This design comes from an exercise in tuning for small area on the open sky130 flow, not from production work. Where RTL was checked, it was by simulation tests only, not by an equivalence proof against the original. No activity file was given, so power comes from the tool's default toggle rates. No driver is modelled on the clock port, so clocking that relies on it looks cheaper here than on a real chip.

==> inputs of quartz <==
==> flow/design.v <==
module sel_aoi3 (
   input  logic [2:0] a,
   input  logic [2:0] b,
   output logic       y_n
);
   assign y_n = ~|(a & b);
endmodule
module nand_n #(parameter int N = 2) (
   input  logic [N-1:0] a,
   output logic         y
);
   assign y = ~&a;
endmodule
module sel31 (
   input  logic [30:0] s,
   input  logic [30:0] d,
   output logic        y
);
   logic [10:0] t_n;
   genvar i;
   generate
      for (i = 0; i < 10; i++) begin : g_t
         sel_aoi3 u (.a(s[3*i+2:3*i]), .b(d[3*i+2:3*i]), .y_n(t_n[i]));
      end
   endgenerate
   nand_n #(2) u_last (.a({s[30], d[30]}), .y(t_n[10]));
   logic [2:0] p;
   nand_n #(4) u_p0 (.a(t_n[3:0]),  .y(p[0]));
   nand_n #(4) u_p1 (.a(t_n[7:4]),  .y(p[1]));
   nand_n #(3) u_p2 (.a(t_n[10:8]), .y(p[2]));
   assign y = |p;
endmodule
module dec_reg (
   input  logic       en,
   input  logic [4:0] a,
   output logic [31:1] y
);
   always_comb
      for (int i = 1; i < 32; i++) y[i] = en && (a == i[4:0]);
endmodule
module mux2x4 (
   input  logic       s,
   input  logic [3:0] a,
   input  logic [3:0] b,
   output logic [3:0] y
);
   assign y = s ? b : a;
endmodule
module rd_port (
   input  logic [4:0]   sel,
   input  logic [123:0] taps,
   output logic [3:0]   y
);
   logic [31:1] s;
   dec_reg u_dec (.en(1'b1), .a(sel), .y(s));
   genvar b, i;
   generate
      for (b = 0; b < 4; b++) begin : g_b
         logic [30:0] d;
         for (i = 0; i < 31; i++) begin : g_i
            assign d[i] = taps[4*i+b];
         end
         sel31 u (.s(s), .d(d), .y(y[b]));
      end
   endgenerate
endmodule
module inc30 (
   input  logic [29:0] a,
   output logic [29:0] y
);
   logic [30:0] c;
   assign c[0] = 1'b1;
   genvar i;
   generate
      for (i = 0; i < 30; i++) begin : g_i
         assign y[i]   = a[i] ^ c[i];
         assign c[i+1] = a[i] & c[i];
      end
   endgenerate
endmodule
module mips_pipe #(
   parameter [31:0] RESET_PC = 32'h0
) (
   input  logic        clk,
   input  logic        rst_n,
   output logic [31:0] imem_addr_o,
   input  logic [31:0] imem_data_i,
   output logic        dmem_re_o,
   output logic        dmem_we_o,
   output logic [31:0] dmem_addr_o,
   output logic [31:0] dmem_wdata_o,
   input  logic [31:0] dmem_rdata_i
);
   logic [2:0]  ph;         
   logic [29:0] pc;         
   logic        cy;         
   logic        eqf;        
   logic        wb_en;      
   logic [4:0]  wb_dest;
   logic [31:0] rsr;        
   logic [27:0] dsr;        
   logic [7:0] phs;
   always_comb
      for (int i = 0; i < 8; i++) phs[i] = (ph == i[2:0]);
   wire [31:0] ins = imem_data_i;
   wire [5:0]  op  = ins[31:26];
   wire [5:0]  fn  = ins[5:0];
   wire [4:0]  rs  = ins[25:21];
   wire [4:0]  rt  = ins[20:16];
   wire [4:0]  rd  = ins[15:11];
   wire is_r    = (op == 6'h00);
   wire is_addi = (op == 6'h08);
   wire is_lw   = (op == 6'h23);
   wire is_sw   = (op == 6'h2b);
   wire is_beq  = (op == 6'h04);
   wire f_add   = (fn == 6'h20);
   wire f_sub   = (fn == 6'h22);
   wire f_and   = (fn == 6'h24);
   wire f_or    = (fn == 6'h25);
   wire f_slt   = (fn == 6'h2a);
   wire r_ok    = is_r & (f_add | f_sub | f_and | f_or | f_slt);
   wire do_sub  = is_r & (f_sub | f_slt);
   wire do_and  = is_r & f_and;
   wire do_or   = is_r & f_or;
   wire do_slt  = is_r & f_slt;
   wire use_imm = is_addi | is_lw | is_sw | is_beq;
   wire [3:0] wb_d = rsr[3:0];
   logic [31:1] we;
   logic [123:0] taps;
   dec_reg u_wdec (.en(wb_en), .a(wb_dest), .y(we));
   genvar k;
   generate
      for (k = 1; k < 32; k++) begin : g_reg
         logic [31:0] r;
         logic [3:0]  t;
         mux2x4 u_m (.s(we[k]), .a(r[3:0]), .b(wb_d), .y(t));
         assign taps[4*k-4 +: 4] = t;
         always_ff @(posedge clk) r <= {t, r[31:4]};
      end
   endgenerate
   logic [3:0] ra, bt;
   rd_port u_ra (.sel(rs), .taps(taps), .y(ra));
   rd_port u_rb (.sel(rt), .taps(taps), .y(bt));
   logic [3:0] imm_c, pc_c;
   wire [31:0] pc_w = {2'b00, pc};
   always_comb begin
      imm_c = {4{ins[15]}};
      pc_c  = 4'h0;
      for (int i = 0; i < 4; i++)
         if (phs[i]) imm_c = ins[4*i +: 4];
      for (int i = 0; i < 8; i++)
         if (phs[i]) pc_c = pc_w[4*i +: 4];
   end
   wire [3:0] a   = is_beq ? pc_c : ra;
   wire [3:0] b   = use_imm ? imm_c : bt;
   wire [3:0] bx  = b ^ {4{do_sub}};
   logic [4:0] c;
   logic [3:0] s;
   always_comb begin
      c[0] = phs[0] ? (do_sub | is_beq) : cy;
      for (int i = 0; i < 4; i++) begin
         s[i]   = a[i] ^ bx[i] ^ c[i];
         c[i+1] = (a[i] & bx[i]) | (c[i] & (a[i] ^ bx[i]));
      end
   end
   wire [3:0] y   = do_and ? (a & b) :
                    do_or  ? (a | b) :
                    do_slt ? 4'h0    : s;
   wire       lt  = (a[3] ^ b[3]) ? a[3] : s[3];
   wire       eq  = (phs[0] | eqf) & (ra == bt);
   wire       taken = is_beq & eq;
   logic [29:0] pc_inc;
   inc30 u_inc (.a(pc), .y(pc_inc));
   always_ff @(posedge clk) begin
      cy  <= c[4];
      eqf <= eq;
      dsr <= {bt, dsr[27:4]};
      if (phs[7] && is_lw) rsr <= dmem_rdata_i;
      else                 rsr <= {y, rsr[31:5], (phs[7] && do_slt) ? lt : rsr[4]};
   end
   always_ff @(posedge clk) begin
      if (!rst_n) begin
         ph    <= 3'd0;
         pc    <= RESET_PC[31:2];
         wb_en <= 1'b0;
      end else begin
         ph <= ph + 3'd1;
         if (phs[7]) begin
            pc    <= taken ? {y[1:0], rsr[31:4]} : pc_inc;
            wb_en <= r_ok | is_addi | is_lw;
         end
      end
   end
   always_ff @(posedge clk) begin
      if (phs[7]) wb_dest <= is_r ? rd : rt;
   end
   assign imem_addr_o  = {pc, 2'b00};
   assign dmem_re_o    = phs[7] & is_lw;
   assign dmem_we_o    = phs[7] & is_sw;
   assign dmem_addr_o  = {y, rsr[31:4]};
   assign dmem_wdata_o = {bt, dsr};
endmodule
==> flow/run.sh <==
#!/bin/bash
# synth_recipe.tcl (not shown) runs the flow's synth.tcl, then flattens the netlist and writes it again
# the make line also repeats each setting of config.mk as NAME=value (left out here)
make -C /OpenROAD-flow-scripts/flow DESIGN_CONFIG=/design/flow/config.mk WORK_HOME=/design/flow/orfs CLKGATE_MAP_FILE= SYNTH_SCRIPT=/design/flow/synth_recipe.tcl finish
==> flow/config.mk <==
export PLATFORM = sky130hd
export DESIGN_NAME = mips_pipe
export DESIGN_NICKNAME = mips_pipe
export VERILOG_FILES = /design/flow/design.v
export SDC_FILE = /design/flow/constraint.sdc
export NUM_CORES = 4
export LEC_CHECK = 0
export CAP_MARGIN = 20
export CORE_MARGIN = 2
export CORE_UTILIZATION = 60
export CTS_BUF_LIST = sky130_fd_sc_hd__clkbuf_4
export SLEW_MARGIN = 20
export SYNTH_HIERARCHICAL = 1
==> flow/constraint.sdc <==
create_clock -name core_clock -period 10.0 [get_ports {clk}]
set_input_delay 2.0000 -clock core_clock [delete_from_list [all_inputs] [get_ports {clk}]]
set_output_delay 2.0000 -clock core_clock [all_outputs]
set_load 0.01 [all_outputs]
==> inputs of onyx, as changes to quartz <==
--- a/flow/design.v
+++ b/flow/design.v
@@ -31,11 +31,44 @@
    assign y = |p;
 endmodule
+module pdec2_n (
+   input  logic       en,
+   input  logic [1:0] a,
+   output logic [3:0] y_n
+);
+   always_comb
+      for (int i = 0; i < 4; i++) y_n[i] = ~(en && (a == i[1:0]));
+endmodule
+module pdec2r_n (
+   input  logic [1:0] a,
+   output logic [3:0] y_n
+);
+   always_comb
+      for (int i = 0; i < 4; i++) y_n[i] = ~(a == i[1:0]);
+endmodule
+module pdec3_n (
+   input  logic [2:0] a,
+   output logic [7:0] y_n
+);
+   always_comb
+      for (int i = 0; i < 8; i++) y_n[i] = ~(a == i[2:0]);
+endmodule
+module nor2_g (
+   input  logic a,
+   input  logic b,
+   output logic y
+);
+   assign y = ~(a | b);
+endmodule
 module dec_reg (
-   input  logic       en,
-   input  logic [4:0] a,
+   input  logic [3:0]  lo_n,
+   input  logic [7:0]  hi_n,
    output logic [31:1] y
 );
-   always_comb
-      for (int i = 1; i < 32; i++) y[i] = en && (a == i[4:0]);
+   genvar i;
+   generate
+      for (i = 1; i < 32; i++) begin : g_i
+         nor2_g u (.a(lo_n[i % 4]), .b(hi_n[i / 4]), .y(y[i]));
+      end
+   endgenerate
 endmodule
 module mux2x4 (
@@ -47,4 +80,26 @@
    assign y = s ? b : a;
 endmodule
+module xor4 (
+   input  logic       s,
+   input  logic [3:0] a,
+   output logic [3:0] y
+);
+   assign y = a ^ {4{s}};
+endmodule
+module entry_aoi (
+   input  logic       we,
+   input  logic       we_n,
+   input  logic [1:0] d,
+   input  logic [1:0] r,
+   output logic [1:0] y_n
+);
+   assign y_n = ~(({2{we_n}} | d) & ({2{we}} | r));
+endmodule
+module inv_g (
+   input  logic a,
+   output logic y
+);
+   assign y = ~a;
+endmodule
 module rd_port (
    input  logic [4:0]   sel,
@@ -53,5 +108,9 @@
 );
    logic [31:1] s;
-   dec_reg u_dec (.en(1'b1), .a(sel), .y(s));
+   logic [3:0]  lo_n;
+   logic [7:0]  hi_n;
+   pdec2r_n u_lo (.a(sel[1:0]), .y_n(lo_n));
+   pdec3_n  u_hi (.a(sel[4:2]), .y_n(hi_n));
+   dec_reg  u_dec (.lo_n(lo_n), .hi_n(hi_n), .y(s));
    genvar b, i;
    generate
@@ -65,21 +124,78 @@
    endgenerate
 endmodule
-module inc30 (
-   input  logic [29:0] a,
+module pc_bit (
+   input  logic rst,
+   input  logic ld,
+   input  logic ld_n,
+   input  logic tgt,
+   input  logic x,
+   output logic y
+);
+   logic y_n;
+   assign y_n = ~((ld_n | tgt) & (ld | x));
+   assign y   = ~(y_n | rst);
+endmodule
+module pc_next (
+   input  logic        rst,
+   input  logic        ld,
+   input  logic        inc,
+   input  logic [29:0] pc,
+   input  logic [29:0] tgt,
    output logic [29:0] y
 );
    logic [30:0] c;
-   assign c[0] = 1'b1;
+   logic [29:0] x;
+   wire         ld_n = ~ld;
+   assign c[0] = inc;
    genvar i;
    generate
       for (i = 0; i < 30; i++) begin : g_i
-         assign y[i]   = a[i] ^ c[i];
-         assign c[i+1] = a[i] & c[i];
-      end
-   endgenerate
-endmodule
-module mips_pipe #(
-   parameter [31:0] RESET_PC = 32'h0
-) (
+         assign c[i+1] = pc[i] & c[i];
+         assign x[i]   = pc[i] ^ c[i];
+         pc_bit u (.rst(rst), .ld(ld), .ld_n(ld_n), .tgt(tgt[i]), .x(x[i]), .y(y[i]));
+      end
+   endgenerate
+endmodule
+module phase_ctr (
+   input  logic       rst,
+   input  logic [2:0] ph,
+   output logic [2:0] ph_n,
+   output logic [7:0] phs
+);
+   assign ph_n[0] = ~(rst | ph[0]);
+   assign ph_n[1] = ~(rst | ~(ph[1] ^ ph[0]));
+   assign ph_n[2] = ~(rst | ~(ph[2] ^ (ph[1] & ph[0])));
+   always_comb
+      for (int i = 0; i < 8; i++) phs[i] = (ph == i[2:0]);
+endmodule
+module opa_sel (
+   input  logic        beq,
+   input  logic [7:0]  phs,
+   input  logic [29:0] pc,
+   input  logic [3:0]  ra,
+   output logic [3:0]  a
+);
+   wire [31:0] pw = {2'b00, pc};
+   always_comb begin
+      a = beq ? 4'h0 : ra;
+      for (int i = 0; i < 8; i++)
+         if (beq && phs[i]) a = a | pw[4*i +: 4];
+   end
+endmodule
+module opb_sel (
+   input  logic        imm,
+   input  logic [7:0]  phs,
+   input  logic [15:0] ins,
+   input  logic [3:0]  bt,
+   output logic [3:0]  b
+);
+   always_comb begin
+      b = imm ? 4'h0 : bt;
+      for (int i = 0; i < 4; i++)
+         if (imm && phs[i]) b = b | ins[4*i +: 4];
+      if (imm && (phs[4] | phs[5] | phs[6] | phs[7])) b = b | {4{ins[15]}};
+   end
+endmodule
+module mips_pipe (
    input  logic        clk,
    input  logic        rst_n,
@@ -101,6 +217,6 @@
    logic [27:0] dsr;        
    logic [7:0] phs;
-   always_comb
-      for (int i = 0; i < 8; i++) phs[i] = (ph == i[2:0]);
+   logic [2:0] ph_n;
+   phase_ctr u_ph (.rst(!rst_n), .ph(ph), .ph_n(ph_n), .phs(phs));
    wire [31:0] ins = imem_data_i;
    wire [5:0]  op  = ins[31:26];
@@ -125,8 +241,14 @@
    wire do_slt  = is_r & f_slt;
    wire use_imm = is_addi | is_lw | is_sw | is_beq;
-   wire [3:0] wb_d = rsr[3:0];
+   logic        sp;
+   logic [3:0]  wb_d;
+   xor4 u_wx (.s(sp), .a(rsr[3:0]), .y(wb_d));
    logic [31:1] we;
    logic [123:0] taps;
-   dec_reg u_wdec (.en(wb_en), .a(wb_dest), .y(we));
+   logic [3:0] wlo_n;
+   logic [7:0] whi_n;
+   pdec2_n u_wlo (.en(wb_en), .a(wb_dest[1:0]), .y_n(wlo_n));
+   pdec3_n u_whi (.a(wb_dest[4:2]), .y_n(whi_n));
+   dec_reg u_wdec (.lo_n(wlo_n), .hi_n(whi_n), .y(we));
    genvar k;
    generate
@@ -134,24 +256,21 @@
          logic [31:0] r;
          logic [3:0]  t;
-         mux2x4 u_m (.s(we[k]), .a(r[3:0]), .b(wb_d), .y(t));
+         logic        we_n;
+         inv_g u_i (.a(we[k]), .y(we_n));
+         entry_aoi u_m0 (.we(we[k]), .we_n(we_n), .d(wb_d[1:0]), .r(r[1:0]), .y_n(t[1:0]));
+         entry_aoi u_m1 (.we(we[k]), .we_n(we_n), .d(wb_d[3:2]), .r(r[3:2]), .y_n(t[3:2]));
          assign taps[4*k-4 +: 4] = t;
          always_ff @(posedge clk) r <= {t, r[31:4]};
       end
    endgenerate
+   logic [3:0] ra_x, bt_x;
+   rd_port u_ra (.sel(rs), .taps(taps), .y(ra_x));
+   rd_port u_rb (.sel(rt), .taps(taps), .y(bt_x));
    logic [3:0] ra, bt;
-   rd_port u_ra (.sel(rs), .taps(taps), .y(ra));
-   rd_port u_rb (.sel(rt), .taps(taps), .y(bt));
-   logic [3:0] imm_c, pc_c;
-   wire [31:0] pc_w = {2'b00, pc};
-   always_comb begin
-      imm_c = {4{ins[15]}};
-      pc_c  = 4'h0;
-      for (int i = 0; i < 4; i++)
-         if (phs[i]) imm_c = ins[4*i +: 4];
-      for (int i = 0; i < 8; i++)
-         if (phs[i]) pc_c = pc_w[4*i +: 4];
-   end
-   wire [3:0] a   = is_beq ? pc_c : ra;
-   wire [3:0] b   = use_imm ? imm_c : bt;
+   xor4 u_rax (.s(~sp & (rs != 5'd0)), .a(ra_x), .y(ra));
+   xor4 u_btx (.s(~sp & (rt != 5'd0)), .a(bt_x), .y(bt));
+   logic [3:0] a, b;
+   opa_sel u_opa (.beq(is_beq), .phs(phs), .pc(pc), .ra(ra), .a(a));
+   opb_sel u_opb (.imm(use_imm), .phs(phs), .ins(ins[15:0]), .bt(bt), .b(b));
    wire [3:0] bx  = b ^ {4{do_sub}};
    logic [4:0] c;
@@ -170,26 +289,42 @@
    wire       eq  = (phs[0] | eqf) & (ra == bt);
    wire       taken = is_beq & eq;
-   logic [29:0] pc_inc;
-   inc30 u_inc (.a(pc), .y(pc_inc));
+   logic [29:0] pc_n;
+   pc_next u_pcn (.rst(!rst_n), .ld(phs[7] & taken), .inc(phs[7]), .pc(pc),
+                  .tgt({y[1:0], rsr[31:4]}), .y(pc_n));
+   logic [31:0] rsr_n;
+   wire         rsr_ld = phs[7] & is_lw;
+   genvar q;
+   generate
+      for (q = 0; q < 8; q++) begin : g_rsr
+         logic [3:0] sh;
+         if (q == 7) begin : g_top
+            assign sh = y;
+         end else if (q == 0) begin : g_bot
+            assign sh = {rsr[7:5], (phs[7] && do_slt) ? lt : rsr[4]};
+         end else begin : g_mid
+            assign sh = rsr[4*q+7 : 4*q+4];
+         end
+         mux2x4 u (.s(rsr_ld), .a(sh), .b(dmem_rdata_i[4*q +: 4]), .y(rsr_n[4*q +: 4]));
+      end
+   endgenerate
    always_ff @(posedge clk) begin
       cy  <= c[4];
       eqf <= eq;
       dsr <= {bt, dsr[27:4]};
-      if (phs[7] && is_lw) rsr <= dmem_rdata_i;
-      else                 rsr <= {y, rsr[31:5], (phs[7] && do_slt) ? lt : rsr[4]};
+      rsr <= rsr_n;
    end
    always_ff @(posedge clk) begin
       if (!rst_n) begin
-         ph    <= 3'd0;
-         pc    <= RESET_PC[31:2];
+         sp    <= 1'b0;
          wb_en <= 1'b0;
       end else begin
-         ph <= ph + 3'd1;
          if (phs[7]) begin
-            pc    <= taken ? {y[1:0], rsr[31:4]} : pc_inc;
+            sp    <= ~sp;
             wb_en <= r_ok | is_addi | is_lw;
          end
       end
    end
+   always_ff @(posedge clk) pc <= pc_n;
+   always_ff @(posedge clk) ph <= ph_n;
    always_ff @(posedge clk) begin
       if (phs[7]) wb_dest <= is_r ? rd : rt;
==> flow/flow/run.sh (new file) <==
#!/bin/bash
set -euo pipefail
bash standard.sh \
   "BUFFER_PORTS_ARGS=-buffer_cell sky130_fd_sc_hd__buf_1" \
   "CTS_ARGS=-sink_clustering_enable -repair_clock_nets -buf_list sky130_fd_sc_hd__clkbuf_16 -sink_clustering_size 30 -sink_clustering_max_diameter 100 -dont_use_dummy_load" \
   finish > standard.log 2>&1
==> flow/standard.sh (new file) <==
#!/bin/bash
# synth_recipe.tcl (not shown) runs the flow's synth.tcl, then flattens the netlist and writes it again
# the make line also repeats each setting of config.mk as NAME=value (left out here)
make -C /OpenROAD-flow-scripts/flow DESIGN_CONFIG=/design/flow/config.mk WORK_HOME=/design/flow/orfs CLKGATE_MAP_FILE= SYNTH_SCRIPT=/design/flow/synth_recipe.tcl "${@:-finish}"
- CORE_UTILIZATION: 60 -> 75
- CTS_BUF_LIST: sky130_fd_sc_hd__clkbuf_4 -> not set
removed: flow/run.sh
==> inputs of xenon, as changes to quartz <==
- CORE_UTILIZATION: 60 -> 40
- CTS_BUF_LIST: sky130_fd_sc_hd__clkbuf_4 -> not set
==> inputs of juniper, as changes to quartz <==
--- a/flow/design.v
+++ b/flow/design.v
@@ -31,11 +31,41 @@
    assign y = |p;
 endmodule
+module pdec2_n (
+   input  logic       en,
+   input  logic [1:0] a,
+   output logic [3:0] y_n
+);
+   always_comb
+      for (int i = 0; i < 4; i++) y_n[i] = ~(en && (a == i[1:0]));
+endmodule
+module pdec3_n (
+   input  logic [2:0] a,
+   output logic [7:0] y_n
+);
+   always_comb
+      for (int i = 0; i < 8; i++) y_n[i] = ~(a == i[2:0]);
+endmodule
+module nor2_g (
+   input  logic a,
+   input  logic b,
+   output logic y
+);
+   assign y = ~(a | b);
+endmodule
 module dec_reg (
-   input  logic       en,
-   input  logic [4:0] a,
+   input  logic        en,
+   input  logic [4:0]  a,
    output logic [31:1] y
 );
-   always_comb
-      for (int i = 1; i < 32; i++) y[i] = en && (a == i[4:0]);
+   logic [3:0] lo_n;
+   logic [7:0] hi_n;
+   pdec2_n u_lo (.en(en), .a(a[1:0]), .y_n(lo_n));
+   pdec3_n u_hi (.a(a[4:2]), .y_n(hi_n));
+   genvar i;
+   generate
+      for (i = 1; i < 32; i++) begin : g_i
+         nor2_g u (.a(lo_n[i % 4]), .b(hi_n[i / 4]), .y(y[i]));
+      end
+   endgenerate
 endmodule
 module mux2x4 (
@@ -65,21 +95,23 @@
    endgenerate
 endmodule
-module inc30 (
-   input  logic [29:0] a,
+module pc_next (
+   input  logic        rst,
+   input  logic        ld,
+   input  logic        inc,
+   input  logic [29:0] pc,
+   input  logic [29:0] tgt,
    output logic [29:0] y
 );
    logic [30:0] c;
-   assign c[0] = 1'b1;
+   assign c[0] = inc;
    genvar i;
    generate
       for (i = 0; i < 30; i++) begin : g_i
-         assign y[i]   = a[i] ^ c[i];
-         assign c[i+1] = a[i] & c[i];
-      end
-   endgenerate
-endmodule
-module mips_pipe #(
-   parameter [31:0] RESET_PC = 32'h0
-) (
+         assign c[i+1] = pc[i] & c[i];
+         assign y[i]   = ~rst & (ld ? tgt[i] : (pc[i] ^ c[i]));
+      end
+   endgenerate
+endmodule
+module mips_pipe (
    input  logic        clk,
    input  logic        rst_n,
@@ -170,6 +202,7 @@
    wire       eq  = (phs[0] | eqf) & (ra == bt);
    wire       taken = is_beq & eq;
-   logic [29:0] pc_inc;
-   inc30 u_inc (.a(pc), .y(pc_inc));
+   logic [29:0] pc_n;
+   pc_next u_pcn (.rst(!rst_n), .ld(phs[7] & taken), .inc(phs[7]), .pc(pc),
+                  .tgt({y[1:0], rsr[31:4]}), .y(pc_n));
    always_ff @(posedge clk) begin
       cy  <= c[4];
@@ -182,14 +215,11 @@
       if (!rst_n) begin
          ph    <= 3'd0;
-         pc    <= RESET_PC[31:2];
          wb_en <= 1'b0;
       end else begin
          ph <= ph + 3'd1;
-         if (phs[7]) begin
-            pc    <= taken ? {y[1:0], rsr[31:4]} : pc_inc;
-            wb_en <= r_ok | is_addi | is_lw;
-         end
-      end
-   end
+         if (phs[7]) wb_en <= r_ok | is_addi | is_lw;
+      end
+   end
+   always_ff @(posedge clk) pc <= pc_n;
    always_ff @(posedge clk) begin
       if (phs[7]) wb_dest <= is_r ? rd : rt;
==> flow/flow/run.sh (new file) <==
#!/bin/bash
set -euo pipefail
bash standard.sh \
   "BUFFER_PORTS_ARGS=-buffer_cell sky130_fd_sc_hd__buf_1" \
   "CTS_ARGS=-sink_clustering_enable -repair_clock_nets -buf_list sky130_fd_sc_hd__clkbuf_16 -sink_clustering_size 30 -sink_clustering_max_diameter 100 -dont_use_dummy_load" \
   finish > standard.log 2>&1
==> flow/standard.sh (new file) <==
#!/bin/bash
# synth_recipe.tcl (not shown) runs the flow's synth.tcl, then flattens the netlist and writes it again
# the make line also repeats each setting of config.mk as NAME=value (left out here)
make -C /OpenROAD-flow-scripts/flow DESIGN_CONFIG=/design/flow/config.mk WORK_HOME=/design/flow/orfs CLKGATE_MAP_FILE= SYNTH_SCRIPT=/design/flow/synth_recipe.tcl "${@:-finish}"
- CTS_BUF_LIST: sky130_fd_sc_hd__clkbuf_4 -> not set
removed: flow/run.sh
==> notes <==
The highest clock skew belongs to juniper, the lowest to xenon.
Clock-buffer cell count: quartz is higher than xenon (232).
Of xenon and juniper, juniper has the higher setup slack (gap 0.92 ns).
Of onyx and quartz, quartz has the higher cell count (gap 19%, measured against quartz).
Between onyx and juniper, the lower sequential cell count is in juniper (gap 1).
Clock power, lowest first: juniper, onyx, quartz, xenon.
Non-clock buffer count: xenon is higher than quartz (2).
Of onyx and quartz, onyx has the higher wire length (gap about 9%, measured against quartz).
The highest cell area belongs to xenon, the lowest to onyx.
Global-route usage: onyx > quartz > juniper > xenon.
Function not checked in quartz and xenon: the RTL went through the layout flow alone.

[what the ideal ports hide]
No port has a modelled driver above. Below, the same layouts with a new extraction and two added sets of constraints. Step 1 (the two cells are an assumption about what drives the block):
set clk [get_ports {clk}]
set_driving_cell -lib_cell sky130_fd_sc_hd__clkbuf_16 $clk
set_driving_cell -lib_cell sky130_fd_sc_hd__buf_2 [delete_from_list [all_inputs] $clk]
Step 2 moves the port delays by t, midway between the first and last clock arrival at a register: inputs arrive t later, outputs are due t later. That takes back most of the time a late clock gives input paths. Three values: ideal ports, drivers, drivers and shift; two values: the first two.
run	t (ns)	setup WS [ns]	hold WS [ns]	latest minus earliest clock arrival (ns)	slew at the worst register clock pin (ns)
quartz	1.055	0.963 / 0.869 / 0.869	0.297 / 0.297 / 0.297	0.049 / 0.049	0.07 / 0.07
onyx	0.667	1.126 / 1.068 / 1.124	0.287 / 0.287 / 0.287	0.044 / 0.045	0.12 / 0.12
xenon	0.702	0.717 / 0.647 / 0.647	0.312 / 0.312 / 0.312	0.026 / 0.027	0.07 / 0.07
juniper	0.645	1.637 / 1.615 / 1.615	0.305 / 0.305 / 0.305	0.052 / 0.053	0.11 / 0.11
After both steps setup and hold are still met in every run listed. For quartz, which loses most, drivers alone change the setup slack by -0.094 ns; drivers and shift together by -0.094 ns.
